This design comes from an exercise in tuning for small area, a short achievable clock period and few clock cycles per item on the open sky130 flow, not from production work.
Where RTL was checked, it was by simulation tests only, not by an equivalence proof against the original.
For runs 1 to 5, only the layout was checked, not whether the RTL still works.

<file path="design/flow/config.mk">
export PLATFORM = sky130hd
export DESIGN_NAME = alu_mc
export DESIGN_NICKNAME = alu_mc
export VERILOG_FILES = /design/flow/design.v
export SDC_FILE = /design/flow/constraint.sdc
export NUM_CORES = 4
export LEC_CHECK = 0
export CAP_MARGIN = 20
export CORE_MARGIN = 2
export CORE_UTILIZATION = 40
export SLEW_MARGIN = 20
</file>
<file path="design/flow/constraint.sdc">
create_clock -name core_clock -period 7.5 [get_ports {clk}]
set_input_delay 1.5000 -clock core_clock [delete_from_list [all_inputs] [get_ports {clk}]]
set_output_delay 1.5000 -clock core_clock [all_outputs]
set_load 0.01 [all_outputs]
</file>
<file path="design/flow/design.v">
module alu_simple (
    input  logic [31:0] a,
    input  logic [31:0] b,
    input  logic [3:0]  af,
    output logic [31:0] res,
    output logic        ovf
);
    wire        is_sub  = (af != 4'b0010);
    wire [32:0] addr    = {1'b0, a} + {1'b0, b ^ {32{is_sub}}} + {32'd0, is_sub};
    wire [31:0] sum     = addr[31:0];
    wire        add_ovf = (a[31] == (b[31] ^ is_sub)) && (sum[31] != a[31]);
    wire        lt_s    = (a[31] != b[31]) ? a[31] : sum[31];
    wire        lt_u    = ~addr[32];
    wire        sh_left = (af == 4'b1000);
    wire        sh_fill = (af == 4'b1110) & a[31];
    logic [31:0] sh_in, sh_out, sh_res;
    always_comb begin
        for (int k = 0; k < 32; k++) sh_in[k] = sh_left ? a[31-k] : a[k];
        sh_out = 32'($signed({sh_fill, sh_in}) >>> b[4:0]);
        for (int k = 0; k < 32; k++) sh_res[k] = sh_left ? sh_out[31-k] : sh_out[k];
    end
    always_comb begin
        res = 32'd0;
        ovf = 1'b0;
        case (af)
            4'b0000: res = a & b;
            4'b0001: res = a | b;
            4'b0010,
            4'b0011: begin res = sum; ovf = add_ovf; end
            4'b0100: res = a ^ b;
            4'b0101: res = ~(a | b);
            4'b0110: res = {31'd0, lt_s};
            4'b0111: res = {31'd0, lt_u};
            4'b1000,
            4'b1001,
            4'b1110: res = sh_res;
            default: ;
        endcase
    end
endmodule
module lead_cnt (
    input  logic [31:0] x,
    input  logic        v,
    output logic [5:0]  c
);
    logic [31:0] y;
    logic [1:0]  c2 [16];
    logic [2:0]  c4 [8];
    logic [3:0]  c8 [4];
    logic [4:0]  c16 [2];
    always_comb begin
        y = x ^ {32{~v}};    
        for (int k = 0; k < 16; k++)
            c2[k] = y[2*k+1] ? (y[2*k] ? 2'd2 : 2'd1) : 2'd0;
        for (int k = 0; k < 8; k++)
            c4[k] = c2[2*k+1][1] ? {1'b0, 2'b10} + {1'b0, c2[2*k]} : {1'b0, c2[2*k+1]};
        for (int k = 0; k < 4; k++)
            c8[k] = c4[2*k+1][2] ? {1'b0, 3'b100} + {1'b0, c4[2*k]} : {1'b0, c4[2*k+1]};
        for (int k = 0; k < 2; k++)
            c16[k] = c8[2*k+1][3] ? {1'b0, 4'b1000} + {1'b0, c8[2*k]} : {1'b0, c8[2*k+1]};
        c = c16[1][4] ? {1'b0, 5'b10000} + {1'b0, c16[0]} : {1'b0, c16[1]};
    end
endmodule
module div_setup (
    input  logic [31:0] a,
    input  logic [31:0] b,
    input  logic        a_neg,
    input  logic        b_neg,
    output logic        triv,      
    output logic        b_zero,
    output logic [3:0]  dm,        
    output logic [34:0] d_init,    
    output logic [31:0] a_mag
);
    logic [5:0] ca, cb;
    lead_cnt u_ca (.x(a), .v(a_neg), .c(ca));
    lead_cnt u_cb (.x(b), .v(b_neg), .c(cb));
    wire signed [7:0] d = $signed({2'b0, cb}) - $signed({2'b0, ca}) + $signed({7'd0, a_neg});
    assign b_zero = (b == 32'd0);
    assign triv   = b_zero | d[7];
    assign dm     = (d > 8'sd31) ? 4'd15 : d[4:1];
    wire [34:0] b_sext = {{3{b_neg}}, b};
    assign d_init = (b_sext << 1) << {dm, 1'b0};
    assign a_mag  = a_neg ? -a : a;
endmodule
module mul_step (
    input  logic [33:0] hi,
    input  logic [7:0]  lo,
    input  logic        bprev,
    input  logic [32:0] m,
    input  logic        corr_en,
    output logic [41:0] t
);
    logic [41:0] pp [4];
    logic [41:0] hx, corr, s1, c1, s2, c2, s3, c3, s4, c4;
    logic [8:0]  y;
    always_comb begin
        y  = {lo, bprev};
        hx = {{8{hi[33]}}, hi};
        for (int j = 0; j < 4; j++) begin
            logic one, two, ng;
            logic [33:0] sel;
            ng  = y[2*j+2];
            one = y[2*j+1] ^ y[2*j];
            two = (y[2*j+2] & ~y[2*j+1] & ~y[2*j]) | (~y[2*j+2] & y[2*j+1] & y[2*j]);
            sel = one ? {m[32], m} : (two ? {m, 1'b0} : 34'd0);
            sel = sel ^ {34{ng}};
            pp[j] = ({{8{sel[33]}}, sel}) << (2*j);
            if (j > 0) pp[j][2*j-2] = y[2*j];
        end
        corr = {9'd0, corr_en ? m : 33'd0} << 8;
        corr[6] = y[8];
        s1 = hx ^ pp[0] ^ pp[1];
        c1 = {(hx & pp[0]) | (hx & pp[1]) | (pp[0] & pp[1]), 1'b0};
        s2 = pp[2] ^ pp[3] ^ corr;
        c2 = {(pp[2] & pp[3]) | (pp[2] & corr) | (pp[3] & corr), 1'b0};
        s3 = s1 ^ c1 ^ s2;
        c3 = {(s1 & c1) | (s1 & s2) | (c1 & s2), 1'b0};
        s4 = s3 ^ c3 ^ c2;
        c4 = {(s3 & c3) | (s3 & c2) | (c3 & c2), 1'b0};
        t  = s4 + c4;
    end
endmodule
module div_step (
    input  logic [33:0] hi,
    input  logic [34:0] m,
    input  logic        bneg,
    output logic [33:0] r,
    output logic [1:0]  q
);
    logic [35:0] t1, t2;
    logic [33:0] r1;
    always_comb begin
        t1   = {2'b0, hi} + ({m[34], m} ^ {36{~bneg}}) + {35'd0, ~bneg};
        q[1] = ~t1[35];
        r1   = q[1] ? t1[33:0] : hi;
        t2   = {2'b0, r1} + ({{2{m[34]}}, m[34:1]} ^ {36{~bneg}}) + {35'd0, ~bneg};
        q[0] = ~t2[35];
        r    = q[0] ? t2[33:0] : r1;
    end
endmodule
module neg32 (
    input  logic [31:0] x,
    input  logic        n,
    output logic [31:0] y
);
    assign y = n ? -x : x;
endmodule
module alu_mc (
    input  logic        clk,
    input  logic        reset,
    input  logic        start,
    input  logic        i,
    input  logic [31:0] SrcA,
    input  logic [31:0] SrcB,
    input  logic [3:0]  af,
    output logic        busy,
    output logic        done,
    output logic [31:0] Alures,
    output logic        Zero,
    output logic        Neg,
    output logic        ovfalu
);
    logic        busy_q, done_q, ovf_q;
    logic [31:0] res_q;
    logic        mul_q;       
    logic        fin_q;       
    logic        hiop_q;      
    logic        sgn_q;       
    logic        qneg_q, rneg_q, dovf_q, bneg_q;
    logic        bprev_q;     
    logic [3:0]  cnt_q;
    logic [34:0] m_q;         
    logic [33:0] hi_q;        
    logic [31:0] lo_q;        
    wire accept = start & ~busy_q;
    wire a_neg  = i & SrcA[31];
    wire b_neg  = i & SrcB[31];
    wire last   = (cnt_q == 4'd0);
    logic [31:0] alu_res;
    logic        alu_ovf;
    alu_simple u_alu (.a(SrcA), .b(SrcB), .af(af), .res(alu_res), .ovf(alu_ovf));
    logic        div_triv, b_zero;
    logic [3:0]  dm;
    logic [34:0] d_init;
    logic [31:0] a_mag;
    div_setup u_dset (.a(SrcA), .b(SrcB), .a_neg(a_neg), .b_neg(b_neg), .triv(div_triv),
                      .b_zero(b_zero), .dm(dm), .d_init(d_init), .a_mag(a_mag));
    logic [41:0] mstep;
    mul_step u_mul (.hi(hi_q), .lo(lo_q[7:0]), .bprev(bprev_q), .m(m_q[32:0]),
                    .corr_en(last & ~sgn_q & lo_q[7]), .t(mstep));
    wire [33:0] mhi_d = mstep[41:8];
    wire [31:0] mlo_d = {mstep[7:0], lo_q[31:8]};
    wire        mul_ovf = sgn_q ? (mhi_d[31:0] != {32{mlo_d[31]}}) : (mhi_d[31:0] != 32'd0);
    logic [33:0] r2;
    logic [1:0]  qd;
    div_step u_div (.hi(hi_q), .m(m_q), .bneg(bneg_q), .r(r2), .q(qd));
    logic [31:0] fix_res;
    neg32 u_fix (.x(hiop_q ? hi_q[31:0] : lo_q), .n(hiop_q ? rneg_q : qneg_q), .y(fix_res));
    always_ff @(posedge clk) begin
        if (reset) begin
            busy_q <= 1'b0;
            done_q <= 1'b0;
            ovf_q  <= 1'b0;
            res_q  <= 32'd0;
            fin_q  <= 1'b0;
        end else begin
            done_q <= 1'b0;
            if (accept) begin
                if (af[3] & (af[2] ^ af[1])) begin
                    if (af[2] & div_triv) begin
                        res_q  <= (af[0] | ~b_zero) ? (af[0] ? SrcA : 32'd0) : 32'hFFFFFFFF;
                        ovf_q  <= b_zero;
                        done_q <= 1'b1;
                    end else begin
                        busy_q <= 1'b1;
                        mul_q  <= ~af[2];
                    end
                end else begin
                    res_q  <= alu_res;
                    ovf_q  <= alu_ovf;
                    done_q <= 1'b1;
                end
            end else if (busy_q) begin
                if (mul_q) begin
                    if (last) begin
                        res_q  <= hiop_q ? mhi_d[31:0] : mlo_d;
                        ovf_q  <= hiop_q ? 1'b0 : mul_ovf;
                        done_q <= 1'b1;
                        busy_q <= 1'b0;
                    end
                end else if (fin_q) begin
                    res_q  <= fix_res;
                    ovf_q  <= dovf_q;
                    done_q <= 1'b1;
                    busy_q <= 1'b0;
                    fin_q  <= 1'b0;
                end else if (last) begin
                    fin_q  <= 1'b1;
                end
            end
        end
    end
    always_ff @(posedge clk) begin
        if (accept) begin
            hiop_q  <= af[0];
            sgn_q   <= i;
            qneg_q  <= a_neg ^ b_neg;
            rneg_q  <= a_neg;
            bneg_q  <= b_neg;
            dovf_q  <= i & (SrcA == 32'h80000000) & (SrcB == 32'hFFFFFFFF);
            bprev_q <= 1'b0;
            if (af[2]) begin
                m_q   <= d_init;
                hi_q  <= {2'b0, a_mag};
                lo_q  <= 32'd0;
                cnt_q <= dm;
            end else begin
                m_q   <= {{3{a_neg}}, SrcA};
                hi_q  <= 34'd0;
                lo_q  <= SrcB;
                cnt_q <= 4'd3;
            end
        end else if (busy_q) begin
            if (mul_q) begin
                hi_q    <= mhi_d;
                lo_q    <= mlo_d;
                bprev_q <= lo_q[7];
                cnt_q   <= cnt_q - 4'd1;
            end else if (!fin_q) begin
                hi_q  <= r2;
                lo_q  <= {lo_q[29:0], qd};
                m_q   <= {{2{m_q[34]}}, m_q[34:2]};
                cnt_q <= cnt_q - 4'd1;
            end
        end
    end
    assign busy   = busy_q;
    assign done   = done_q;
    assign Alures = res_q;
    assign Zero   = (res_q == 32'd0);
    assign Neg    = res_q[31];
    assign ovfalu = ovf_q;
endmodule
</file>
<file path="design/flow/run.sh">
#!/bin/bash
# synth_recipe.tcl (not shown) runs the flow's synth.tcl, then flattens the netlist and writes it again
# the make line also repeats each setting of config.mk as NAME=value (left out here)
make -C /OpenROAD-flow-scripts/flow DESIGN_CONFIG=/design/flow/config.mk WORK_HOME=/design/flow/orfs CLKGATE_MAP_FILE= SYNTH_SCRIPT=/design/flow/synth_recipe.tcl finish
</file>
==> impl_metrics.tcl, run 1 <==
set metrics [dict create \
    cts_htree_levels 4 \
    synthArstFlopShare_pct 0 \
    worst-path-buf-inv 5 \
    critPathLaunch "cnt_q[0]$_DFFE_PP_" \
    dieWidth_um 301 \
    worstRegToRegCells 25 \
    synth_ff_type "edfxtp_1" \
    cts_made_buffers 17 \
    cts_setup_buffers 0 \
    yosysMostFrequentCell "a21oi_1" \
    gp_routability_congestion 1.06 \
    cp-end-kind "register" \
    ys_seq_area_share_pct 11.7 \
    clkSlewWorstSetupHoldPaths_ns 0.09 \
    netlist_top_cells_count "a21oi_1, nand2_1, clkbuf_1" \
    grt_pass1_wl_um 272000 \
    start_util_pct 40.4 \
    crit_end "ovf_q$_SDFFE_PP0P_" \
    clock_tree.buffer_depth 2 \
    syn_inst 4812 \
    crit_path_start_kind "register" \
    fillers 9012 \
    area_growth_pct 15.7 \
    synth_top_cell_by_area "edfxtp_1" \
    viasPerCell 6.61 \
    grt_max_degree 117 \
    grt_setup_unrepaired "no" \
    drt_iter0_drc 5107 \
    clk_latency_ns 0.51 \
    syn_area_sq_um 35200 \
    synth_edf_count 112 \
    grtUsageTotal_pct 41.1 \
    antenna_found_initial 12 \
    path_max_fanout 33 \
    tightest_slew_ns 1.19 \
    clock-sinks 149 \
    slew-limit-headroom_pct 20.8 \
    drive_gt1_share_pct 12.6 \
    regToRegEndpoint "ovf_q$_SDFFE_PP0P_" \
    tns_ns 0 \
    clock.fmax_ghz 0.139 \
    postLayoutCoreUtil_pct 46.8 \
    ant_nets 0 \
    outcome "no timing/DRC/antenna violations" \
    routed-via-count 40703 \
    hold_path.class "register to register" \
    slowest_delay_ns 0.57 \
    period_minus_slack_ns 7.20 \
    ioPinCount 109 \
    worstSetupPathType "register to register" \
    setup_ws_ns 0.302 \
    setup_violations 0 \
    place_hpwl_um 151000 \
    hold_ws_ns 0.479 \
    slew_violations 0 \
    wl_per_cell_um 30.9 \
    core_sq_um 87000 \
    cts_tree "built" \
    maxCapViolCount 0 \
    layout.nets 5426 \
    drc 0 \
    wirelength_um 190000 \
    cp.depth 25 \
    crit_path_top_delay_cell "fa_1" \
    fin_skew_ns 0.0210 \
    timing.reg2reg.setup_slack_ns 0.30 \
    die_y_um 301 \
    period_share_pct 96.0 \
    yosysTopAreaCellShare_pct 9.56 \
    ys_ff_latch 149 \
    cp_common_cell "fa_1" \
    die-area_sq_um 90400 \
    crit_family "adder cells" \
    r2r_start "cnt_q[0]$_DFFE_PP_" \
    pre_cts_slack_ns 0.0759 \
    clock-root-buffer "clkbuf_16" \
    ys_top_cells_by_area "edfxtp_1, fa_1, ha_1" \
    hold_buffers 0 \
    critical_path_arrival_ns 7.59 \
    hold_viol_final 0 \
    yosysWarningCount 10 \
    dr.pass1.iters 8 \
    overflow 0 \
    row_count 108 \
    synth_cell_type_count 91 \
    first_global_vias 38382 \
    ctsResizeCount 0 \
    syn_area_per_cell_sq_um 7.31 \
    syn-num-nets 5252 \
    portBuffers 108 \
    worstPathRequired_ns 7.90 \
]
[tightest hold or removal path: stages (launching register included)]
cell and delay, ns:
dfxtp_1 0.32, nand2_1 0.06, a21oi_1 0.05
[state kept, by name (all words and copies together) (netlist names), 4 cells and up]
| signal | flops |
|---|---|
| hi_q | 34 |
| cnt_q | 4 |
| lo_q | 32 |
| m_q | 35 |
| res_q | 32 |
[cells by family after synthesis]
family	Yosys count	share of synthesized area, %
fa+ha+maj	427	17.9
mux	216	7.06
buf+inv	730	7.95
xor+xnor	268	6.69
compound gates	1683	30.9
simple gates	1339	17.8
flops	149	11.7
[cells in the final DEF (no fill, tap or decap), types with 145 or more instances in the layout]
cell type,instances
fa_1,145
ha_1,223
a21oi_1,465
buf_4,482
inv_1,267
xnor2_1,193
o21ai_0,327
mux2i_1,175
nand2_1,418
nor2_1,348
[layout make-up]
| class | count | area (sq um) | area share (%) |
|---|---|---|---|
| Multi-Input combinational cell | 3933 | 28400 | 69.7 |
| Timing Repair Buffer | 611 | 5110 | 12.5 |
| Sequential cell | 149 | 4110 | 10.1 |
| Tap cell | 1155 | 1450 | 3.55 |
| Inverter | 274 | 1030 | 2.53 |
| Clock buffer | 19 | 475 | 1.17 |
| Clock inverter | 13 | 146 | 0.360 |
| Antenna cell | 7 | 17.5 | 0.0430 |
[worst min path at each step]
stage,start,end,slack [ns],depth (start not counted)
floorplan,res_q[13]$_SDFFE_PP0P_,res_q[13]$_SDFFE_PP0P_,0.48,2
global placement,res_q[4]$_SDFFE_PP0P_,res_q[4]$_SDFFE_PP0P_,0.46,2
detailed placement,res_q[4]$_SDFFE_PP0P_,res_q[4]$_SDFFE_PP0P_,0.47,2
CTS,res_q[4]$_SDFFE_PP0P_,res_q[4]$_SDFFE_PP0P_,0.48,2
global route,res_q[4]$_SDFFE_PP0P_,res_q[4]$_SDFFE_PP0P_,0.50,2
finish,res_q[4]$_SDFFE_PP0P_,res_q[4]$_SDFFE_PP0P_,0.48,2
[routing by layer]
metal / vias up / track usage, % / share of wire, %
met2: 2298 / 65.6 / 45
li1: 18035 / - / -
met4: 10 / 30.7 / 8.8
met1: 19718 / 49.9 / 38
met5: - / 0 / 0.036
met3: 642 / 6.62 / 8.3
[through the flow]
step	cells	instance area [sq um]
detailed placement	6122	40100
floorplan	4812	35200
global route	6155	40700
global placement	6122	40100
finish	6161	40700
CTS	6154	40700
==> run 2: changes to the inputs <==
--- a/design/flow/config.mk
+++ b/design/flow/config.mk
@@ -5,7 +5,9 @@
 export SDC_FILE = /design/flow/constraint.sdc
 export NUM_CORES = 4
 export LEC_CHECK = 0
+export ABC_CLOCK_PERIOD_IN_PS = 4500
 export CAP_MARGIN = 20
 export CORE_MARGIN = 2
-export CORE_UTILIZATION = 40
+export CORE_UTILIZATION = 60
+export SETUP_SLACK_MARGIN = 2.5
 export SLEW_MARGIN = 20
==> impl_metrics.tcl, run 2 <==
set metrics [dict create \
    outcome "did not finish" \
    lastStage "5_1_grt" \
    tool.error "[ERROR GRT-0232] Routing congestion too high. Check the congestion heatmap in the GUI." \
    grtUsageTotal_pct 80.7 \
    synth_top_cell_by_area "edfxtp_1" \
    gp_routability_congestion 1.14 \
    ioPinCount 109 \
    dp.cells 5509 \
    start_util_pct 60.9 \
    synth_edf_count 112 \
    ys_top_cells_by_area "edfxtp_1, fa_1, ha_1" \
    cts_made_buffers 17 \
    grt_worst_setup_endpoint "ovf_q$_SDFFE_PP0P_/D" \
    yosysMostFrequentCell "a21oi_1" \
    syn_area_per_cell_sq_um 7.31 \
    dieWidth_um 246 \
    syn_inst 4812 \
    row_count 88 \
    portBuffers 108 \
    synthArstFlopShare_pct 0 \
    yosysTopAreaCellShare_pct 9.56 \
    syn_area_sq_um 35200 \
    ys_ff_latch 149 \
    clock-root-buffer "clkbuf_16" \
    hold_buffers 0 \
    syn-num-nets 5252 \
    synthMuxAreaShare_pct 7.06 \
    clock-sinks 149 \
    synth_compound_area_share_pct 30.9 \
    synth_top_family_by_area "compound AO/OA/AOI/OAI gates" \
    synth_cell_type_count 91 \
    clock_tree.buffer_depth 2 \
    die_y_um 246 \
    dpl-instance-area_sq_um 38700 \
    grt_max_degree 76 \
    cts_htree_levels 4 \
    place_hpwl_um 133000 \
    yosysWarningCount 10 \
    synthAdderAreaFrac_pct 17.9 \
    overflow 130 \
    pre_cts_slack_ns -0.0629 \
    worst_path_end_type "sequential cell input" \
    synth_ff_type "edfxtp_1" \
    synth-simple-area-share_pct 17.8 \
    netlist_top_cells_count "a21oi_1, nand2_1, clkbuf_1" \
    ys_seq_area_share_pct 11.7 \
    synthXorXnorAreaFrac_pct 6.69 \
]
-- run 2: cell counts after synthesis --
Identical to the previous run, type by type.
-- run 2: logic make-up after synthesis --
group | count (synthesis)
compound gates | 1683
xor+xnor | 268
fa+ha+maj | 427
buf+inv | 730
flops | 149
mux | 216
simple gates | 1339
-- run 2: what timing repair did --
| item | CTS |
|---|---|
| buffers inserted | 265 |
| cloned | 23 |
| pin swaps | 240 |
| endpoints found under the setup margin | 109 |
| resized for setup | 876 |
-- run 2: worst max path at each step --
stage                           start            endpoint  slack [ns]  cells after the start
detailed placement                  i   m_q[23]$_DFFE_PP_       -0.06                     29
CTS                 lo_q[0]$_DFFE_PP_  ovf_q$_SDFFE_PP0P_        1.43                     25
floorplan                     SrcB[0]   m_q[23]$_DFFE_PP_        1.36                     28
global placement                    i   m_q[23]$_DFFE_PP_        0.11                     29
-- run 2: through the flow --
stage / TNS (ns) / hold WS, ns
3_3_place_gp: 0 / 0.460
2_1_floorplan: 0 / 0.481
4_1_cts: 0 / 0.485
3_5_place_dp: -0.0629 / 0.473
-- run 2: per-layer routing --
metal,global-route usage (%),GRT overflow
met1,81.1,3
met2,94.4,64
met3,69.4,2
met4,78.6,61
met5,33.9,0
==> run 3: changes to the inputs <==
--- a/design/flow/design.v
+++ b/design/flow/design.v
@@ -5,7 +5,7 @@
     output logic [31:0] res,
     output logic        ovf
 );
-    wire        is_sub  = (af != 4'b0010);
+    wire        is_sub  = af[2] | af[0];    
     wire [32:0] addr    = {1'b0, a} + {1'b0, b ^ {32{is_sub}}} + {32'd0, is_sub};
     wire [31:0] sum     = addr[31:0];
     wire        add_ovf = (a[31] == (b[31] ^ is_sub)) && (sum[31] != a[31]);
@@ -69,7 +69,6 @@
     output logic        triv,      
     output logic        b_zero,
     output logic [3:0]  dm,        
-    output logic [34:0] d_init,    
     output logic [31:0] a_mag
 );
     logic [5:0] ca, cb;
@@ -79,8 +78,6 @@
     assign b_zero = (b == 32'd0);
     assign triv   = b_zero | d[7];
     assign dm     = (d > 8'sd31) ? 4'd15 : d[4:1];
-    wire [34:0] b_sext = {{3{b_neg}}, b};
-    assign d_init = (b_sext << 1) << {dm, 1'b0};
     assign a_mag  = a_neg ? -a : a;
 endmodule
 module mul_step (
@@ -131,10 +128,10 @@
     logic [35:0] t1, t2;
     logic [33:0] r1;
     always_comb begin
-        t1   = {2'b0, hi} + ({m[34], m} ^ {36{~bneg}}) + {35'd0, ~bneg};
+        t1   = {2'b0, hi} + {m[34], m} + {35'd0, ~bneg};
         q[1] = ~t1[35];
         r1   = q[1] ? t1[33:0] : hi;
-        t2   = {2'b0, r1} + ({{2{m[34]}}, m[34:1]} ^ {36{~bneg}}) + {35'd0, ~bneg};
+        t2   = {2'b0, r1} + {{2{m[34]}}, m[34:1]} + {35'd0, ~bneg};
         q[0] = ~t2[35];
         r    = q[0] ? t2[33:0] : r1;
     end
@@ -164,28 +161,29 @@
     logic        busy_q, done_q, ovf_q;
     logic [31:0] res_q;
     logic        mul_q;       
+    logic        prep_q;      
     logic        fin_q;       
     logic        hiop_q;      
     logic        sgn_q;       
     logic        qneg_q, rneg_q, dovf_q, bneg_q;
     logic        bprev_q;     
     logic [3:0]  cnt_q;
+    logic        last_q;      
     logic [34:0] m_q;         
     logic [33:0] hi_q;        
     logic [31:0] lo_q;        
     wire accept = start & ~busy_q;
     wire a_neg  = i & SrcA[31];
     wire b_neg  = i & SrcB[31];
-    wire last   = (cnt_q == 4'd0);
+    wire last   = last_q;
     logic [31:0] alu_res;
     logic        alu_ovf;
     alu_simple u_alu (.a(SrcA), .b(SrcB), .af(af), .res(alu_res), .ovf(alu_ovf));
     logic        div_triv, b_zero;
     logic [3:0]  dm;
-    logic [34:0] d_init;
     logic [31:0] a_mag;
     div_setup u_dset (.a(SrcA), .b(SrcB), .a_neg(a_neg), .b_neg(b_neg), .triv(div_triv),
-                      .b_zero(b_zero), .dm(dm), .d_init(d_init), .a_mag(a_mag));
+                      .b_zero(b_zero), .dm(dm), .a_mag(a_mag));
     logic [41:0] mstep;
     mul_step u_mul (.hi(hi_q), .lo(lo_q[7:0]), .bprev(bprev_q), .m(m_q[32:0]),
                     .corr_en(last & ~sgn_q & lo_q[7]), .t(mstep));
@@ -195,8 +193,10 @@
     logic [33:0] r2;
     logic [1:0]  qd;
     div_step u_div (.hi(hi_q), .m(m_q), .bneg(bneg_q), .r(r2), .q(qd));
+    wire  [31:0] quo_d = {lo_q[29:0], qd};
+    wire         fix_need = hiop_q ? rneg_q : qneg_q;
     logic [31:0] fix_res;
-    neg32 u_fix (.x(hiop_q ? hi_q[31:0] : lo_q), .n(hiop_q ? rneg_q : qneg_q), .y(fix_res));
+    neg32 u_fix (.x(hiop_q ? hi_q[31:0] : lo_q), .n(1'b1), .y(fix_res));
     always_ff @(posedge clk) begin
         if (reset) begin
             busy_q <= 1'b0;
@@ -204,6 +204,7 @@
             ovf_q  <= 1'b0;
             res_q  <= 32'd0;
             fin_q  <= 1'b0;
+            prep_q <= 1'b0;
         end else begin
             done_q <= 1'b0;
             if (accept) begin
@@ -215,6 +216,7 @@
                     end else begin
                         busy_q <= 1'b1;
                         mul_q  <= ~af[2];
+                        prep_q <= af[2];
                     end
                 end else begin
                     res_q  <= alu_res;
@@ -229,6 +231,8 @@
                         done_q <= 1'b1;
                         busy_q <= 1'b0;
                     end
+                end else if (prep_q) begin
+                    prep_q <= 1'b0;
                 end else if (fin_q) begin
                     res_q  <= fix_res;
                     ovf_q  <= dovf_q;
@@ -236,7 +240,14 @@
                     busy_q <= 1'b0;
                     fin_q  <= 1'b0;
                 end else if (last) begin
-                    fin_q  <= 1'b1;
+                    if (fix_need) begin
+                        fin_q  <= 1'b1;
+                    end else begin
+                        res_q  <= hiop_q ? r2[31:0] : quo_d;
+                        ovf_q  <= dovf_q;
+                        done_q <= 1'b1;
+                        busy_q <= 1'b0;
+                    end
                 end
             end
         end
@@ -249,30 +260,39 @@
             rneg_q  <= a_neg;
             bneg_q  <= b_neg;
             dovf_q  <= i & (SrcA == 32'h80000000) & (SrcB == 32'hFFFFFFFF);
+            cnt_q   <= af[2] ? dm : 4'd3;
+            last_q  <= af[2] & (dm == 4'd0);
+        end else if (busy_q & ~prep_q) begin
+            cnt_q   <= cnt_q - 4'd1;
+            last_q  <= (cnt_q == 4'd1);
+        end
+    end
+    always_ff @(posedge clk) begin
+        if (accept) begin
             bprev_q <= 1'b0;
             if (af[2]) begin
-                m_q   <= d_init;
-                hi_q  <= {2'b0, a_mag};
-                lo_q  <= 32'd0;
-                cnt_q <= dm;
+                hi_q <= {2'b0, a_mag};
+                lo_q <= 32'd0;
             end else begin
-                m_q   <= {{3{a_neg}}, SrcA};
-                hi_q  <= 34'd0;
-                lo_q  <= SrcB;
-                cnt_q <= 4'd3;
+                hi_q <= 34'd0;
+                lo_q <= SrcB;
             end
-        end else if (busy_q) begin
-            if (mul_q) begin
-                hi_q    <= mhi_d;
-                lo_q    <= mlo_d;
-                bprev_q <= lo_q[7];
-                cnt_q   <= cnt_q - 4'd1;
-            end else if (!fin_q) begin
-                hi_q  <= r2;
-                lo_q  <= {lo_q[29:0], qd};
-                m_q   <= {{2{m_q[34]}}, m_q[34:2]};
-                cnt_q <= cnt_q - 4'd1;
-            end
+        end else if (mul_q) begin
+            hi_q    <= mhi_d;
+            lo_q    <= mlo_d;
+            bprev_q <= lo_q[7];
+        end else if (!prep_q) begin
+            hi_q <= r2;
+            lo_q <= quo_d;
+        end
+    end
+    always_ff @(posedge clk) begin
+        if (accept) begin
+            m_q <= af[2] ? ({{3{b_neg}}, SrcB} ^ {35{~b_neg}}) : {{3{a_neg}}, SrcA};
+        end else if (busy_q & ~mul_q) begin
+            if (prep_q) m_q <= ((m_q << 1) << {cnt_q, 1'b0}) |
+                               ({35{~bneg_q}} & ~((35'h7ffffffff << 1) << {cnt_q, 1'b0}));
+            else        m_q <= {{2{m_q[34]}}, m_q[34:2]};
         end
     end
     assign busy   = busy_q;
==> design/flow/config.mk (replaced) <==
export PLATFORM = sky130hd
export DESIGN_NAME = alu_mc
export DESIGN_NICKNAME = alu_mc
export VERILOG_FILES = /design/flow/design.v
export SDC_FILE = /design/flow/constraint.sdc
export NUM_CORES = 4
export LEC_CHECK = 0
export CAP_MARGIN = 20
export CORE_MARGIN = 2
export CORE_UTILIZATION = 45
export SETUP_SLACK_MARGIN = 2.0
export SLEW_MARGIN = 20
==> impl_metrics.tcl, run 3 <==
set metrics [dict create \
    outcome "no timing/DRC/antenna violations" \
    grt_setup_unrepaired "yes" \
    period_share_pct 88.2 \
    place_hpwl_um 159000 \
    core_sq_um 79000 \
    mostFrequentLayoutCell "nand2_1" \
    hold_viol_final 0 \
    syn-num-nets 5448 \
    yosysWarningCount 10 \
    synth_ff_type "edfxtp_1" \
    portBuffers 108 \
    slowest_delay_ns 0.67 \
    die_y_um 287 \
    largest_reg_flops 35 \
    wl_per_cell_um 33.6 \
    drt_iter0_drc 6065 \
    final_cell_mix "nand2_1, buf_4, a21oi_1, nor2_1, o21ai_0" \
    overflow 0 \
    ioPinCount 109 \
    first_global_vias 41047 \
    yosysTopAreaCellShare_pct 9.43 \
    viasPerCell 6.93 \
    synth_top_cell_by_area "edfxtp_1" \
    stdcell_area_sq_um 46500 \
    ys_seq_area_share_pct 11.5 \
    syn_area_per_cell_sq_um 7.19 \
    worst-path-buf-inv 6 \
    syn_inst 5003 \
    ant_nets 0 \
    hold_ws_ns 0.484 \
    grt_max_degree 114 \
    syn_area_sq_um 36000 \
    routed-via-count 44034 \
    ys_top_cells_by_area "edfxtp_1, fa_1, ha_1" \
    hold_path.class "register to register" \
    critical_path_arrival_ns 6.99 \
    setup_violations 0 \
    drive_gt1_share_pct 24.8 \
    yosysMostFrequentCell "nand2_1" \
    ys_ff_latch 151 \
    tightest_slew_ns 1.34 \
    period_minus_slack_ns 6.62 \
    setup_ws_ns 0.883 \
    fin_cells 6351 \
    fin_skew_ns 0.0203 \
    slew-limit-headroom_pct 10.0 \
    area_growth_pct 29.3 \
    wirelength_um 214000 \
    cts_htree_levels 4 \
    slew_violations 0 \
    worstPathRequired_ns 7.87 \
    synth_edf_count 113 \
    start_util_pct 45.5 \
    cts_tree "built" \
    cp-end-kind "register" \
    grtUsageTotal_pct 50.0 \
    top_register "m_q" \
    synth_cell_type_count 97 \
    clk_latency_ns 0.50 \
    crit_path_top_delay_cell "fa_2" \
    dp.cells 6035 \
    grt_pass1_wl_um 297000 \
    row_count 103 \
    netlist_top_cells_count "nand2_1, a21oi_1, o21ai_0" \
    dpl-instance-area_sq_um 39400 \
    cts_made_buffers 17 \
    worstSetupPathType "register to register" \
    maxCapViolCount 0 \
    largestRegisters "m_q: 35 flops, hi_q: 34 flops" \
    dieWidth_um 287 \
    drc 0 \
    clock.fmax_ghz 0.151 \
    gp_routability_congestion 1.09 \
    fillers 7177 \
    clock-root-buffer "clkbuf_16" \
    clkSlewWorstSetupHoldPaths_ns 0.08 \
    path_max_fanout 8 \
    dr.pass1.iters 6 \
    crit_family "adder cells" \
    die-area_sq_um 82200 \
    antenna_found_initial 10 \
    pre_cts_slack_ns -0.249 \
    layout.nets 5727 \
    synthArstFlopShare_pct 0 \
    clock-sinks 151 \
    clock_tree.buffer_depth 2 \
    hold_buffers 0 \
    crit_path_start_kind "register" \
]
## run 3: cell types whose count changed after synthesis, moves of 17 or more
cell / delta
a211oi_1: -28
a21oi_1: +41
a22oi_1: +33
maj3_1: -29
nand2_1: +138
nor2b_1: -48
nor3_1: -17
o21ai_0: +116
o221ai_1: +28
o22ai_1: -69
o311a_1: -46
or2_2: +17
xnor2_1: -20
## run 3: area by class of cell
cell class | count | area (sq um) | area share [%]
timing repair buffer | 728 | 6860 | 14.8
clock buffer | 17 | 425 | 0.915
multi-input combinational | 4100 | 32500 | 69.9
sequential | 151 | 4160 | 8.94
tap | 1050 | 1310 | 2.82
clock inverter | 15 | 116 | 0.250
antenna | 6 | 15.0 | 0.0323
inverter | 284 | 1120 | 2.40
## run 3: tightest hold or removal path, delay by kind of cell (launching register included)
family,cells,cell delay (ns)
flops,1,0.33
simple gates,1,0.06
compound gates,1,0.06
## run 3: stage by stage
| step | TNS (ns) | util, % |
|---|---|---|
| 2_1_floorplan | 0 | - |
| 3_3_place_gp | -0.282 | 49.8 |
| 3_5_place_dp | -0.317 | 49.8 |
| 4_1_cts | 0 | 56.5 |
| 5_1_grt | 0 | 58.9 |
| 6_report | 0 | 58.9 |
## run 3: repair_timing
| item | in CTS | in global routing |
|---|---|---|
| gates resized for setup | 773 | 318 |
| pin swaps | 190 | 127 |
| setup buffers | 194 | 65 |
| endpoints found under the setup margin | 77 | 74 |
| gates cloned | 15 | 4 |
## run 3: layer usage
metal | track usage, % | routed length (um) | vias to the layer above
met2 | 76.8 | 91200 | 3200
met3 | 10.8 | 23200 | 993
met4 | 48.5 | 26500 | 6
met1 | 57.2 | 72800 | 21025
met5 | 0 | 46 | -
li1 | - | - | 18810
## run 3: worst paths after layout
| kind | startpoint | endpoint | slack [ns] | cells past startpoint |
|---|---|---|---|---|
| setup / recovery | lo_q[1]$_DFFE_PP_ | ovf_q$_SDFFE_PP0P_ | 0.88 | 26 |
| hold / removal | res_q[20]$_SDFFE_PP0P_ | res_q[20]$_SDFFE_PP0P_ | 0.48 | 2 |
| setup reg to reg | lo_q[1]$_DFFE_PP_ | ovf_q$_SDFFE_PP0P_ | 0.88 | 26 |
| hold reg to reg | res_q[20]$_SDFFE_PP0P_ | res_q[20]$_SDFFE_PP0P_ | 0.48 | 2 |
## run 3: kinds of logic after synthesis
kind of cell	share of synthesized area, %
muxes	8.04
buffers and inverters	8.10
DFF	11.5
AOI/OAI and AO/OA	31.2
xor gates and xnor gates	6.06
adders and majority gates	16.9
and+or+nand+nor	18.2
==> run 4: changes to the inputs <==
--- a/design/flow/design.v
+++ b/design/flow/design.v
@@ -68,16 +68,18 @@
     input  logic        b_neg,
     output logic        triv,      
     output logic        b_zero,
-    output logic [3:0]  dm,        
     output logic [31:0] a_mag
 );
-    logic [5:0] ca, cb;
-    lead_cnt u_ca (.x(a), .v(a_neg), .c(ca));
-    lead_cnt u_cb (.x(b), .v(b_neg), .c(cb));
-    wire signed [7:0] d = $signed({2'b0, cb}) - $signed({2'b0, ca}) + $signed({7'd0, a_neg});
     assign b_zero = (b == 32'd0);
-    assign triv   = b_zero | d[7];
-    assign dm     = (d > 8'sd31) ? 4'd15 : d[4:1];
+    logic [31:0] ta, bs;
+    always_comb begin
+        ta = a ^ {32{a_neg}};
+        for (int l = 1; l < 32; l = 2 * l)
+            ta = ta | (ta >> l);               
+        bs = b ^ {32{b_neg}};
+        if (a_neg) bs = bs >> 1;
+    end
+    assign triv   = b_zero | (|(bs & ~ta));
     assign a_mag  = a_neg ? -a : a;
 endmodule
 module mul_step (
@@ -180,10 +182,14 @@
     logic        alu_ovf;
     alu_simple u_alu (.a(SrcA), .b(SrcB), .af(af), .res(alu_res), .ovf(alu_ovf));
     logic        div_triv, b_zero;
-    logic [3:0]  dm;
     logic [31:0] a_mag;
     div_setup u_dset (.a(SrcA), .b(SrcB), .a_neg(a_neg), .b_neg(b_neg), .triv(div_triv),
-                      .b_zero(b_zero), .dm(dm), .a_mag(a_mag));
+                      .b_zero(b_zero), .a_mag(a_mag));
+    logic [5:0]  ca, cb;
+    lead_cnt u_ca (.x(hi_q[31:0]), .v(1'b0), .c(ca));
+    lead_cnt u_cb (.x(m_q[31:0]),  .v(1'b1), .c(cb));
+    wire signed [7:0] d  = $signed({2'b0, cb}) - $signed({2'b0, ca});
+    wire        [3:0] dm = d[7] ? 4'd0 : (d > 8'sd31) ? 4'd15 : d[4:1];    
     logic [41:0] mstep;
     mul_step u_mul (.hi(hi_q), .lo(lo_q[7:0]), .bprev(bprev_q), .m(m_q[32:0]),
                     .corr_en(last & ~sgn_q & lo_q[7]), .t(mstep));
@@ -260,9 +266,12 @@
             rneg_q  <= a_neg;
             bneg_q  <= b_neg;
             dovf_q  <= i & (SrcA == 32'h80000000) & (SrcB == 32'hFFFFFFFF);
-            cnt_q   <= af[2] ? dm : 4'd3;
-            last_q  <= af[2] & (dm == 4'd0);
-        end else if (busy_q & ~prep_q) begin
+            cnt_q   <= 4'd3;
+            last_q  <= 1'b0;
+        end else if (prep_q) begin
+            cnt_q   <= dm;
+            last_q  <= (dm == 4'd0);
+        end else if (busy_q) begin
             cnt_q   <= cnt_q - 4'd1;
             last_q  <= (cnt_q == 4'd1);
         end
@@ -290,8 +299,8 @@
         if (accept) begin
             m_q <= af[2] ? ({{3{b_neg}}, SrcB} ^ {35{~b_neg}}) : {{3{a_neg}}, SrcA};
         end else if (busy_q & ~mul_q) begin
-            if (prep_q) m_q <= ((m_q << 1) << {cnt_q, 1'b0}) |
-                               ({35{~bneg_q}} & ~((35'h7ffffffff << 1) << {cnt_q, 1'b0}));
+            if (prep_q) m_q <= ((m_q << 1) << {dm, 1'b0}) |
+                               ({35{~bneg_q}} & ~((35'h7ffffffff << 1) << {dm, 1'b0}));
             else        m_q <= {{2{m_q[34]}}, m_q[34:2]};
         end
     end
--- a/design/flow/config.mk
+++ b/design/flow/config.mk
@@ -8,5 +8,4 @@
 export CAP_MARGIN = 20
 export CORE_MARGIN = 2
 export CORE_UTILIZATION = 45
-export SETUP_SLACK_MARGIN = 2.0
 export SLEW_MARGIN = 20
==> impl_metrics.tcl, run 4 <==
set metrics [dict create \
    outcome "no timing/DRC/antenna violations" \
    place_hpwl_um 156000 \
    yosysWarningCount 11 \
    top_register "m_q" \
    worstPathRequired_ns 7.84 \
    mostFrequentLayoutCell "nand2_1" \
    dr.pass1.iters 8 \
    tightest_slew_ns 1.35 \
    grt_max_degree 138 \
    grt_pass1_wl_um 287000 \
    largest_reg_flops 35 \
    hold_path.class "register to register" \
    crit_path_top_delay_cell "o21ai_0" \
    setup_violations 0 \
    fillers 8251 \
    path_max_fanout 7 \
    routed-via-count 42667 \
    yosysMostFrequentCell "nand2_1" \
    hold_viol_final 0 \
    hp-start "res_q[29]$_SDFFE_PP0P_" \
    dpl-instance-area_sq_um 39500 \
    period_minus_slack_ns 7.30 \
    use_met1_pct 58.3 \
    timing.reg2reg.setup_slack_ns 0.20 \
    antenna_found_initial 6 \
    wl_per_cell_um 33.6 \
    slew-limit-headroom_pct 9.45 \
    stdcell_area_sq_um 40200 \
    slowest_delay_ns 0.72 \
    row_count 104 \
    synth_ff_type "edfxtp_1" \
    ys_top_cells_by_area "edfxtp_1, fa_1, ha_1" \
    crit_family "compound AO/OA/AOI/OAI gates" \
    cp_common_cell "o31a_1" \
    die_y_um 290 \
    clkSlewWorstSetupHoldPaths_ns 0.07 \
    synth_compound_area_share_pct 32.3 \
    dp.cells 6013 \
    pre_cts_slack_ns 0.266 \
    ys_seq_area_share_pct 11.2 \
    grt_setup_unrepaired "no" \
    top_usage_layer "met2" \
    clock_tree.buffer_depth 2 \
    final_cell_mix "nand2_1, a21oi_1, o21ai_0, nor2_1, inv_1" \
    portBuffers 108 \
    r2r_start "hi_q[1]$_DFFE_PP_" \
    worst-path-buf-inv 1 \
    viasPerCell 7.05 \
    setup_ws_ns 0.201 \
    fin_skew_ns 0.0238 \
    overflow 0 \
    maxCapViolCount 0 \
    area_growth_pct 9.61 \
    clock.fmax_ghz 0.137 \
    synth_top_cell_by_area "edfxtp_1" \
    gp_routability_congestion 1.08 \
    ant_nets 0 \
    yosysTopAreaCellShare_pct 8.83 \
    synthXorXnorAreaFrac_pct 5.84 \
    slew_violations 0 \
    critical_path_arrival_ns 7.64 \
    drt_iter0_drc 5889 \
    worstSetupPathType "register to register" \
    clock-sinks 151 \
    synthArstFlopShare_pct 0 \
    syn_inst 5047 \
    critPathLaunch "hi_q[1]$_DFFE_PP_" \
    cp-end-kind "register" \
    cts_made_buffers 17 \
    clk_latency_ns 0.49 \
    drive_gt1_share_pct 9.16 \
    fin_cells 6050 \
    synth_edf_count 108 \
    largestRegisters "m_q: 35 flops, hi_q: 34 flops" \
    met3_usage_pct 10.7 \
    layout.nets 5414 \
    synth_cell_type_count 102 \
    synthAdderAreaFrac_pct 16.2 \
    hold_ws_ns 0.510 \
    critical_path.cell_chain "ha_1, nor2b_1, o31a_1, o31a_1, a221o_1, nand3_2, a211o_1, nand2_1, o21ai_0, fa_1, fa_1, nor2b_1, o31a_1, o221a_2, o31ai_1, buf_4, nand4_1, a31oi_1, o21ai_0, xnor2_1, o32ai_1, a211oi_1, o22ai_1" \
    synth-simple-area-share_pct 18.3 \
    cts_htree_levels 4 \
    clock-root-buffer "clkbuf_16" \
    synth_top_family_by_area "compound AO/OA/AOI/OAI gates" \
    start_util_pct 45.5 \
    wirelength_um 204000 \
    syn_area_per_cell_sq_um 7.27 \
    core_sq_um 80700 \
    netlist_top_cells_count "nand2_1, a21oi_1, o21ai_0" \
    period_share_pct 97.3 \
    ioPinCount 109 \
    cts_tree "built" \
    tns_ns 0 \
    hold_buffers 0 \
    first_global_vias 39655 \
    postLayoutCoreUtil_pct 49.9 \
    synthMuxAreaShare_pct 8.13 \
    die-area_sq_um 83900 \
    ys_ff_latch 151 \
    met2_usage_pct 71.2 \
    syn-num-nets 5487 \
    crit_path_start_kind "register" \
    dieWidth_um 290 \
    drc 0 \
    grtUsageTotal_pct 47.5 \
    syn_area_sq_um 36700 \
]
==> run 4: kinds of logic after synthesis <==
logic type	count (synthesis)
AOI/OAI and AO/OA	1809
xor gates and xnor gates	245
adders and majority gates	391
buffers and inverters	764
DFF	151
muxes	248
and+or+nand+nor	1439
==> run 4: final timing paths <==
check,end,cells after the start
max reg2reg,res_q[28]$_SDFFE_PP0P_,23
max,res_q[28]$_SDFFE_PP0P_,23
min,res_q[29]$_SDFFE_PP0P_,2
min reg2reg,res_q[29]$_SDFFE_PP0P_,2
==> run 4: routing by layer <==
metal	vias up	part of all wire, %
met5	-	0.0039
met4	2	9.8
met3	758	11
met2	3122	42
met1	20313	37
li1	18472	-
==> run 4: layout make-up <==
| cell class | instances | area [sq um] | share of cell area (%) |
|---|---|---|---|
| multi-input combinational | 4132 | 29800 | 74.1 |
| timing repair buffer | 386 | 3280 | 8.16 |
| antenna | 3 | 7.51 | 0.0187 |
| inverter | 286 | 1080 | 2.67 |
| clock inverter | 14 | 186 | 0.463 |
| sequential | 151 | 4110 | 10.2 |
| clock buffer | 18 | 450 | 1.12 |
| tap | 1060 | 1330 | 3.30 |
==> run 4: worst reg2reg max path, cell delays in order (launching register included) <==
cell and delay (ns):
edfxtp_1 0.52, ha_1 0.32, nor2b_1 0.13, o31a_1 0.27
o31a_1 0.31, a221o_1 0.54, nand3_2 0.22, a211o_1 0.19
nand2_1 0.21, o21ai_0 0.73, fa_1 0.39, fa_1 0.23
nor2b_1 0.07, o31a_1 0.28, o221a_2 0.31, o31ai_1 0.29
buf_4 0.19, nand4_1 0.19, a31oi_1 0.33, o21ai_0 0.28
xnor2_1 0.39, o32ai_1 0.16, a211oi_1 0.46, o22ai_1 0.17
==> run 4: what timing repair did <==
item / in CTS / in global routing
endpoints found under the hold margin: 0 / 0
buffers inserted: 0 / 2
resized for setup: 0 / 3
setup endpoints to repair: 0 / 3
==> run 5: changes to the inputs <==
--- a/design/flow/design.v
+++ b/design/flow/design.v
@@ -68,8 +68,14 @@
     input  logic        b_neg,
     output logic        triv,      
     output logic        b_zero,
+    output logic [3:0]  dm,        
+    output logic [34:0] d_init,    
     output logic [31:0] a_mag
 );
+    logic [5:0] ca, cb;
+    lead_cnt u_ca (.x(a), .v(a_neg), .c(ca));
+    lead_cnt u_cb (.x(b), .v(b_neg), .c(cb));
+    wire signed [7:0] d = $signed({2'b0, cb}) - $signed({2'b0, ca}) + $signed({7'd0, a_neg});
     assign b_zero = (b == 32'd0);
     logic [31:0] ta, bs;
     always_comb begin
@@ -80,6 +86,9 @@
         if (a_neg) bs = bs >> 1;
     end
     assign triv   = b_zero | (|(bs & ~ta));
+    assign dm     = (d > 8'sd31) ? 4'd15 : d[4:1];
+    wire [34:0] bx = {{3{b_neg}}, b} ^ {35{~b_neg}};
+    assign d_init = ((bx << 1) << {dm, 1'b0}) | ({35{~b_neg}} & ~((35'h7ffffffff << 1) << {dm, 1'b0}));
     assign a_mag  = a_neg ? -a : a;
 endmodule
 module mul_step (
@@ -163,7 +172,6 @@
     logic        busy_q, done_q, ovf_q;
     logic [31:0] res_q;
     logic        mul_q;       
-    logic        prep_q;      
     logic        fin_q;       
     logic        hiop_q;      
     logic        sgn_q;       
@@ -182,14 +190,11 @@
     logic        alu_ovf;
     alu_simple u_alu (.a(SrcA), .b(SrcB), .af(af), .res(alu_res), .ovf(alu_ovf));
     logic        div_triv, b_zero;
+    logic [3:0]  dm;
+    logic [34:0] d_init;
     logic [31:0] a_mag;
     div_setup u_dset (.a(SrcA), .b(SrcB), .a_neg(a_neg), .b_neg(b_neg), .triv(div_triv),
-                      .b_zero(b_zero), .a_mag(a_mag));
-    logic [5:0]  ca, cb;
-    lead_cnt u_ca (.x(hi_q[31:0]), .v(1'b0), .c(ca));
-    lead_cnt u_cb (.x(m_q[31:0]),  .v(1'b1), .c(cb));
-    wire signed [7:0] d  = $signed({2'b0, cb}) - $signed({2'b0, ca});
-    wire        [3:0] dm = d[7] ? 4'd0 : (d > 8'sd31) ? 4'd15 : d[4:1];    
+                      .b_zero(b_zero), .dm(dm), .d_init(d_init), .a_mag(a_mag));
     logic [41:0] mstep;
     mul_step u_mul (.hi(hi_q), .lo(lo_q[7:0]), .bprev(bprev_q), .m(m_q[32:0]),
                     .corr_en(last & ~sgn_q & lo_q[7]), .t(mstep));
@@ -210,7 +215,6 @@
             ovf_q  <= 1'b0;
             res_q  <= 32'd0;
             fin_q  <= 1'b0;
-            prep_q <= 1'b0;
         end else begin
             done_q <= 1'b0;
             if (accept) begin
@@ -222,7 +226,6 @@
                     end else begin
                         busy_q <= 1'b1;
                         mul_q  <= ~af[2];
-                        prep_q <= af[2];
                     end
                 end else begin
                     res_q  <= alu_res;
@@ -237,8 +240,6 @@
                         done_q <= 1'b1;
                         busy_q <= 1'b0;
                     end
-                end else if (prep_q) begin
-                    prep_q <= 1'b0;
                 end else if (fin_q) begin
                     res_q  <= fix_res;
                     ovf_q  <= dovf_q;
@@ -266,11 +267,8 @@
             rneg_q  <= a_neg;
             bneg_q  <= b_neg;
             dovf_q  <= i & (SrcA == 32'h80000000) & (SrcB == 32'hFFFFFFFF);
-            cnt_q   <= 4'd3;
-            last_q  <= 1'b0;
-        end else if (prep_q) begin
-            cnt_q   <= dm;
-            last_q  <= (dm == 4'd0);
+            cnt_q   <= af[2] ? dm : 4'd3;
+            last_q  <= af[2] & (dm == 4'd0);
         end else if (busy_q) begin
             cnt_q   <= cnt_q - 4'd1;
             last_q  <= (cnt_q == 4'd1);
@@ -290,18 +288,16 @@
             hi_q    <= mhi_d;
             lo_q    <= mlo_d;
             bprev_q <= lo_q[7];
-        end else if (!prep_q) begin
+        end else begin
             hi_q <= r2;
             lo_q <= quo_d;
         end
     end
     always_ff @(posedge clk) begin
         if (accept) begin
-            m_q <= af[2] ? ({{3{b_neg}}, SrcB} ^ {35{~b_neg}}) : {{3{a_neg}}, SrcA};
+            m_q <= af[2] ? d_init : {{3{a_neg}}, SrcA};
         end else if (busy_q & ~mul_q) begin
-            if (prep_q) m_q <= ((m_q << 1) << {dm, 1'b0}) |
-                               ({35{~bneg_q}} & ~((35'h7ffffffff << 1) << {dm, 1'b0}));
-            else        m_q <= {{2{m_q[34]}}, m_q[34:2]};
+            m_q <= {{2{m_q[34]}}, m_q[34:2]};
         end
     end
     assign busy   = busy_q;
--- a/design/flow/config.mk
+++ b/design/flow/config.mk
@@ -5,7 +5,8 @@
 export SDC_FILE = /design/flow/constraint.sdc
 export NUM_CORES = 4
 export LEC_CHECK = 0
-export CAP_MARGIN = 20
+export ABC_AREA = 1
+export CAP_MARGIN = 40
 export CORE_MARGIN = 2
 export CORE_UTILIZATION = 45
 export SLEW_MARGIN = 20
==> impl_metrics.tcl, run 5 <==
set metrics [dict create \
    syn-num-nets 6597 \
    ys_ff_latch 150 \
    die-area_sq_um 81300 \
    antenna_found_initial 16 \
    die_y_um 285 \
    hold_buffers 0 \
    cts_htree_levels 4 \
    row_count 103 \
    wl_per_cell_um 27.6 \
    clk_latency_ns 0.47 \
    grt_max_degree 67 \
    dr.pass1.iters 9 \
    clock_tree.buffer_depth 2 \
    syn_area_sq_um 35500 \
    grtUsageTotal_pct 48.4 \
    cts_setup_buffers 0 \
    synth_top_cell_by_area "nand2_1" \
    synth_edf_count 47 \
    setup_ws_ns 0.473 \
    mostFrequentLayoutCell "nand2_1" \
    period_minus_slack_ns 7.03 \
    ioPinCount 109 \
    drt_iter0_drc 6682 \
    cp-end-kind "register" \
    path_max_fanout 27 \
    overflow 0 \
    hold_ws_ns 0.470 \
    grt_pass1_wl_um 288000 \
    slew-limit-headroom_pct 23.1 \
    outcome "no timing/DRC/antenna violations" \
    ys_top_cells_by_area "nand2_1, inv_1, fa_1" \
    largest_reg_flops 35 \
    clock.fmax_ghz 0.142 \
    start_util_pct 45.2 \
    hold_path.class "register to register" \
    ctsResizeCount 0 \
    synth_ff_type "dfxtp_1" \
    largestRegisters "m_q: 35 flops, hi_q: 34 flops" \
    clock-root-buffer "clkbuf_16" \
    crit_path_start_kind "input pin" \
    syn_area_per_cell_sq_um 5.77 \
    setup_violations 0 \
    drc 0 \
    postLayoutCoreUtil_pct 50.2 \
    fin_skew_ns 0.0153 \
    portBuffers 108 \
    syn_inst 6155 \
    pre_cts_slack_ns 0.222 \
    critical_path_arrival_ns 7.23 \
    cts_tree "built" \
    hold_viol_final 0 \
    synth_cell_type_count 65 \
    viasPerCell 6.19 \
    drive_gt1_share_pct 5.51 \
    synthArstFlopShare_pct 0 \
    cts_made_buffers 17 \
    slew_violations 0 \
    core_sq_um 78600 \
    fillers 8548 \
    maxCapViolCount 0 \
    routed-via-count 45366 \
    yosysWarningCount 11 \
    grt_setup_unrepaired "no" \
    netlist_top_cells_count "nand2_1, inv_1, nor2_1" \
    place_hpwl_um 166000 \
    ys_seq_area_share_pct 9.77 \
    yosysTopAreaCellShare_pct 18.6 \
    period_share_pct 93.7 \
    yosysMostFrequentCell "nand2_1" \
    final_cell_mix "nand2_1, inv_1, nor2_1, nand3_1, o21ai_0" \
    ant_nets 0 \
    worstSetupPathType "input pin to register" \
    worstPathRequired_ns 7.70 \
    tns_ns 0 \
    tightest_slew_ns 1.15 \
    layout.nets 6703 \
    dieWidth_um 285 \
    clkSlewWorstSetupHoldPaths_ns 0.07 \
    gp_routability_congestion 1.13 \
    clock-sinks 150 \
    area_growth_pct 10.9 \
    wirelength_um 202000 \
    top_register "m_q" \
    first_global_vias 42481 \
]
## run 5: stage by stage
stage | instance area (sq um) | cells
after CTS | 39400 | 7321
after floorplan | 35500 | 6155
after global placement | 38700 | 7282
after detailed placement | 38800 | 7289
final | 39400 | 7329
after global routing | 39400 | 7325
## run 5: cell type report
| type | count | area [sq um] | share of cell area (%) |
|---|---|---|---|
| antenna | 5 | 12.5 | 0.0317 |
| clock buffer | 18 | 439 | 1.11 |
| clock inverter | 14 | 140 | 0.355 |
| inverter | 812 | 3060 | 7.75 |
| multi-input combinational | 4933 | 28000 | 70.9 |
| sequential | 150 | 3470 | 8.81 |
| tap | 1050 | 1310 | 3.33 |
| timing repair buffer | 347 | 3040 | 7.71 |
## run 5: path summary, 6_finish.rpt
| kind | start | end | slack (ns) | cells past startpoint |
|---|---|---|---|---|
| setup reg to reg | lo_q[5]$_DFF_P_ | ovf_q$_SDFFE_PP0P_ | 0.51 | 30 |
| hold / removal | lo_q[21]$_DFF_P_ | lo_q[13]$_DFF_P_ | 0.47 | 2 |
| hold reg to reg | lo_q[21]$_DFF_P_ | lo_q[13]$_DFF_P_ | 0.47 | 2 |
| setup / recovery | SrcA[31] | m_q[11]$_DFFE_PP_ | 0.47 | 27 |
## run 5: kinds of logic (layout without fill, tap and decap cells)
family,after synthesis,after routing,share of synthesized area [%]
buffers and inverters,1072,1191,11.7
multiplexers,2,2,0.0563
other,0,5,0
adder cells (fa/ha/maj),370,370,16.1
AO/OA/AOI/OAI,1254,1254,19.6
flip-flops,150,150,9.77
AND/OR/NAND/NOR,3021,3021,35.5
XOR/XNOR,286,286,7.17
## run 5: per-layer routing
metal | part of all wire (%) | track usage [%] | vias up | routed length [um]
li1 | - | - | 20440 | -
met1 | 36 | 56.8 | 20862 | 72200
met2 | 42 | 73.7 | 3160 | 85100
met3 | 11 | 11.7 | 890 | 22700
met4 | 11 | 42.3 | 14 | 22000
met5 | 0.043 | 0 | - | 87
## run 5: critical path, stage by stage
cell and delay, ns:
clkdlybuf4s50_1 0.83, nand2_8 0.27, xor2_1 0.52, nand2_1 0.23, nor2_2 0.24, a32o_1 0.20
a22oi_1 0.08, nor2_1 0.15, o211ai_1 0.10, o21ai_0 0.23, buf_4 0.20, ha_1 0.18
fa_1 0.42, inv_1 0.08, nand2_1 0.06, nor2_1 0.10, nand2_1 0.07, nor2_1 0.15
nand3_1 0.09, nand2_1 0.16, nand3_1 0.31, nor2_1 0.23, inv_1 0.17, nand2_1 0.12
o21ai_0 0.11, o21ai_0 0.33, nand2_1 0.09
==> run 6: changes to the inputs <==
--- a/design/flow/design.v
+++ b/design/flow/design.v
@@ -1,3 +1,33 @@
+module add_bk #(
+    parameter int W = 32
+) (
+    input  logic [W-1:0] a,
+    input  logic [W-1:0] b,
+    input  logic         ci,
+    output logic [W-1:0] y,
+    output logic         co
+);
+    logic [W-1:0] g, p, gg, pp;
+    always_comb begin
+        p  = a ^ b;
+        g  = a & b;
+        g[0] = g[0] | (p[0] & ci);
+        gg = g;
+        pp = p;
+        for (int l = 1; l < W; l = 2 * l)
+            for (int k = 2 * l - 1; k < W; k += 2 * l) begin
+                gg[k] = gg[k] | (pp[k] & gg[k-l]);
+                pp[k] = pp[k] & pp[k-l];
+            end
+        for (int l = W / 2; l >= 1; l = l / 2)
+            for (int k = 3 * l - 1; k < W; k += 2 * l) begin
+                gg[k] = gg[k] | (pp[k] & gg[k-l]);
+                pp[k] = pp[k] & pp[k-l];
+            end
+        y  = p ^ {gg[W-2:0], ci};
+        co = gg[W-1];
+    end
+endmodule
 module alu_simple (
     input  logic [31:0] a,
     input  logic [31:0] b,
@@ -6,7 +36,8 @@
     output logic        ovf
 );
     wire        is_sub  = af[2] | af[0];    
-    wire [32:0] addr    = {1'b0, a} + {1'b0, b ^ {32{is_sub}}} + {32'd0, is_sub};
+    logic [32:0] addr;
+    add_bk #(.W(32)) u_add (.a(a), .b(b ^ {32{is_sub}}), .ci(is_sub), .y(addr[31:0]), .co(addr[32]));
     wire [31:0] sum     = addr[31:0];
     wire        add_ovf = (a[31] == (b[31] ^ is_sub)) && (sum[31] != a[31]);
     wire        lt_s    = (a[31] != b[31]) ? a[31] : sum[31];
@@ -89,7 +120,7 @@
     assign dm     = (d > 8'sd31) ? 4'd15 : d[4:1];
     wire [34:0] bx = {{3{b_neg}}, b} ^ {35{~b_neg}};
     assign d_init = ((bx << 1) << {dm, 1'b0}) | ({35{~b_neg}} & ~((35'h7ffffffff << 1) << {dm, 1'b0}));
-    assign a_mag  = a_neg ? -a : a;
+    add_bk #(.W(32)) u_neg (.a(a ^ {32{a_neg}}), .b(32'd0), .ci(a_neg), .y(a_mag), .co());
 endmodule
 module mul_step (
     input  logic [33:0] hi,
@@ -152,7 +183,7 @@
     input  logic        n,
     output logic [31:0] y
 );
-    assign y = n ? -x : x;
+    add_bk #(.W(32)) u_neg (.a(x ^ {32{n}}), .b(32'd0), .ci(n), .y(y), .co());
 endmodule
 module alu_mc (
     input  logic        clk,
--- a/design/flow/config.mk
+++ b/design/flow/config.mk
@@ -9,4 +9,5 @@
 export CAP_MARGIN = 40
 export CORE_MARGIN = 2
 export CORE_UTILIZATION = 45
+export SETUP_SLACK_MARGIN = 1.0
 export SLEW_MARGIN = 20
==> impl_metrics.tcl, run 6 <==
set metrics [dict create \
    start_util_pct 45.4 \
    cts_made_buffers 17 \
    routed-via-count 43259 \
    wl_met2_um 80700 \
    syn-num-nets 6327 \
    largestRegisters "m_q: 35 flops, hi_q: 34 flops" \
    cp_common_cell "nand2_1" \
    synth_cell_type_count 69 \
    cp-end-kind "register" \
    synth_edf_count 47 \
    place_hpwl_um 156000 \
    period_minus_slack_ns 6.32 \
    synth_ff_type "dfxtp_1" \
    crit_end "ovf_q$_SDFFE_PP0P_" \
    clock-root-buffer "clkbuf_16" \
    stdcell_area_sq_um 39500 \
    grt_pass1_wl_um 271000 \
    die-area_sq_um 80100 \
    worstRegToRegCells 30 \
    clock_tree.buffer_depth 2 \
    wl_per_cell_um 27.0 \
    crit_family "simple AND/OR/NAND/NOR gates" \
    grt_setup_unrepaired "no" \
    layout.nets 6459 \
    core_sq_um 77200 \
    drt_iter0_drc 6067 \
    ant_nets 0 \
    ys_top_cells_by_area "nand2_1, fa_1, ha_1" \
    syn_area_per_cell_sq_um 6.00 \
    slew_violations 0 \
    largest_reg_flops 35 \
    final_cell_mix "nand2_1, inv_1, nand3_1, o21ai_0, nor2_1" \
    regToRegEndpoint "ovf_q$_SDFFE_PP0P_" \
    netlist_top_cells_count "nand2_1, inv_1, nand3_1" \
    ys_seq_area_share_pct 9.91 \
    die_y_um 283 \
    hp-start "ovf_q$_SDFFE_PP0P_" \
    period_share_pct 84.2 \
    cts_htree_levels 4 \
    top_register "m_q" \
    slowest_delay_ns 0.49 \
    outcome "no timing/DRC/antenna violations" \
    grtUsageTotal_pct 45.7 \
    r2r_start "lo_q[2]$_DFF_P_" \
    portBuffers 108 \
    crit_path_top_delay_cell "dfxtp_1" \
    critical_path_arrival_ns 6.62 \
    yosysMostFrequentCell "nand2_1" \
    tightest_slew_ns 0.983 \
    hold_viol_final 0 \
    syn_area_sq_um 35000 \
    setup_violations 0 \
    highest-signal-layer "met5" \
    path_max_fanout 14 \
    crit_path_start_kind "register" \
    yosysTopAreaCellShare_pct 17.4 \
    overflow 0 \
    cts_tree "built" \
    clkSlewWorstSetupHoldPaths_ns 0.07 \
    drc 0 \
    yosysWarningCount 12 \
    dr.pass1.iters 7 \
    cp.depth 30 \
    worstSetupPathType "register to register" \
    row_count 102 \
]
## run 6: cell count changes after synthesis, sizes merged, moves of 30 or more
| cell | before | now |
|---|---|---|
| nand2 | 1770 | 1635 |
| a21oi | 409 | 359 |
| nor2 | 518 | 439 |
| nand3 | 498 | 457 |
| o21ai | 532 | 473 |
| ha | 223 | 253 |
## run 6: worst min path at each step
stage                         end  depth (start not counted)
5_1_grt        ovf_q$_SDFFE_PP0P_                          2
4_1_cts        ovf_q$_SDFFE_PP0P_                          2
3_5_place_dp     lo_q[12]$_DFF_P_                          2
6_report       ovf_q$_SDFFE_PP0P_                          2
2_1_floorplan    lo_q[10]$_DFF_P_                          2
3_3_place_gp   ovf_q$_SDFFE_PP0P_                          2
## run 6: cell families (layout without fill, tap and decap cells)
| logic type | after synthesis | count (layout) | share of synthesized area, % |
|---|---|---|---|
| other | 0 | 7 | 0 |
| adder cells (fa/ha/maj) | 415 | 415 | 18.3 |
| buffers and inverters | 1064 | 1207 | 11.9 |
| XOR/XNOR | 279 | 279 | 7.26 |
| AO/OA/AOI/OAI | 1180 | 1180 | 19.3 |
| multiplexers | 5 | 5 | 0.143 |
| AND/OR/NAND/NOR | 2747 | 2749 | 33.2 |
| flip-flops | 150 | 150 | 9.91 |
## run 6: timing repair
item,4_1_cts,5_1_grt
cloned,2,2
pin swaps,2,9
hold buffers,0,0
setup endpoints to repair,50,75
resized for setup,32,101
setup buffers,4,19
## run 6: worst reg2reg max path: cells and delay by family (launching register included)
kind / cells / cell delay (ns)
buffers and inverters: 4 / 0.83
and+or+nand+nor: 17 / 2.35
AOI/OAI and AO/OA: 3 / 0.47
adders and majority gates: 5 / 1.78
xor gates and xnor gates: 1 / 0.26
DFF: 1 / 0.49
## run 6: layer usage
metal,track usage (%),vias up
li1,-,19518
met1,56.5,20059
met2,70.0,2925
met3,9.45,747
met4,34.3,10
met5,0,-
## run 6: area by class of cell
type	instances	area (sq um)	share of cell area [%]
inverters	809	3090	7.83
clock inverters	10	146	0.371
well taps	1040	1300	3.30
flip-flops and latches	150	3480	8.82
repair buffers	366	3240	8.20
diodes	7	17.5	0.0444
multi-input cells	4628	27800	70.3
clock buffers	22	455	1.15
## run 6: metrics by stage
| step | cells | worst slack (ns) | hold slack (ns) |
|---|---|---|---|
| 5_1_grt | 7025 | 0.983 | 0.500 |
| 2_1_floorplan | 5840 | 1.57 | 0.442 |
| 3_5_place_dp | 6958 | -0.0137 | 0.457 |
| 6_report | 7032 | 1.18 | 0.470 |
| 3_3_place_gp | 6953 | 0.0311 | 0.456 |
| 4_1_cts | 6996 | 1.01 | 0.473 |
Testbench counts of run 6, summed over its fixed seeds: cycles 30,282, items 16,000.

-- separate check: timing with driven ports --
Ports are ideal in the flow. The routed layouts listed here were re-timed in OpenROAD.
Step 1 assumes that a clkbuf_16 drives the clock port and a buf_2 every other input.
Step 2 times the ports against the registers' clock, not the clock port: input delays grow and output delays shrink by t, the midpoint of the rising clock arrivals with the driver on.
Slacks: ideal ports / drivers / drivers and shift; pairs: ideal ports / drivers.
run | t (ns) | setup slack, ns | clock arrival spread, ns | worst data-port slew with drivers (ns)
run 1 | 0.553 | 0.302 / 0.302 / 0.010 | 0.021 / 0.021 | 0.07
run 3 | 0.551 | 0.883 / 0.883 / 0.883 | 0.020 / 0.020 | 0.08
run 4 | 0.537 | 0.201 / 0.201 / 0.201 | 0.024 / 0.024 | 0.06
run 5 | 0.518 | 0.473 / 0.501 / -0.017 | 0.015 / 0.015 | 0.10
run 6 | 0.526 | 1.184 / 1.184 / 0.736 | 0.016 / 0.017 | 0.06
With both steps, setup timing fails in run 5, where it was met with ideal ports. The setup slack of run 5, which loses most, moves by +0.028 ns with the drivers and by -0.490 ns with both steps.
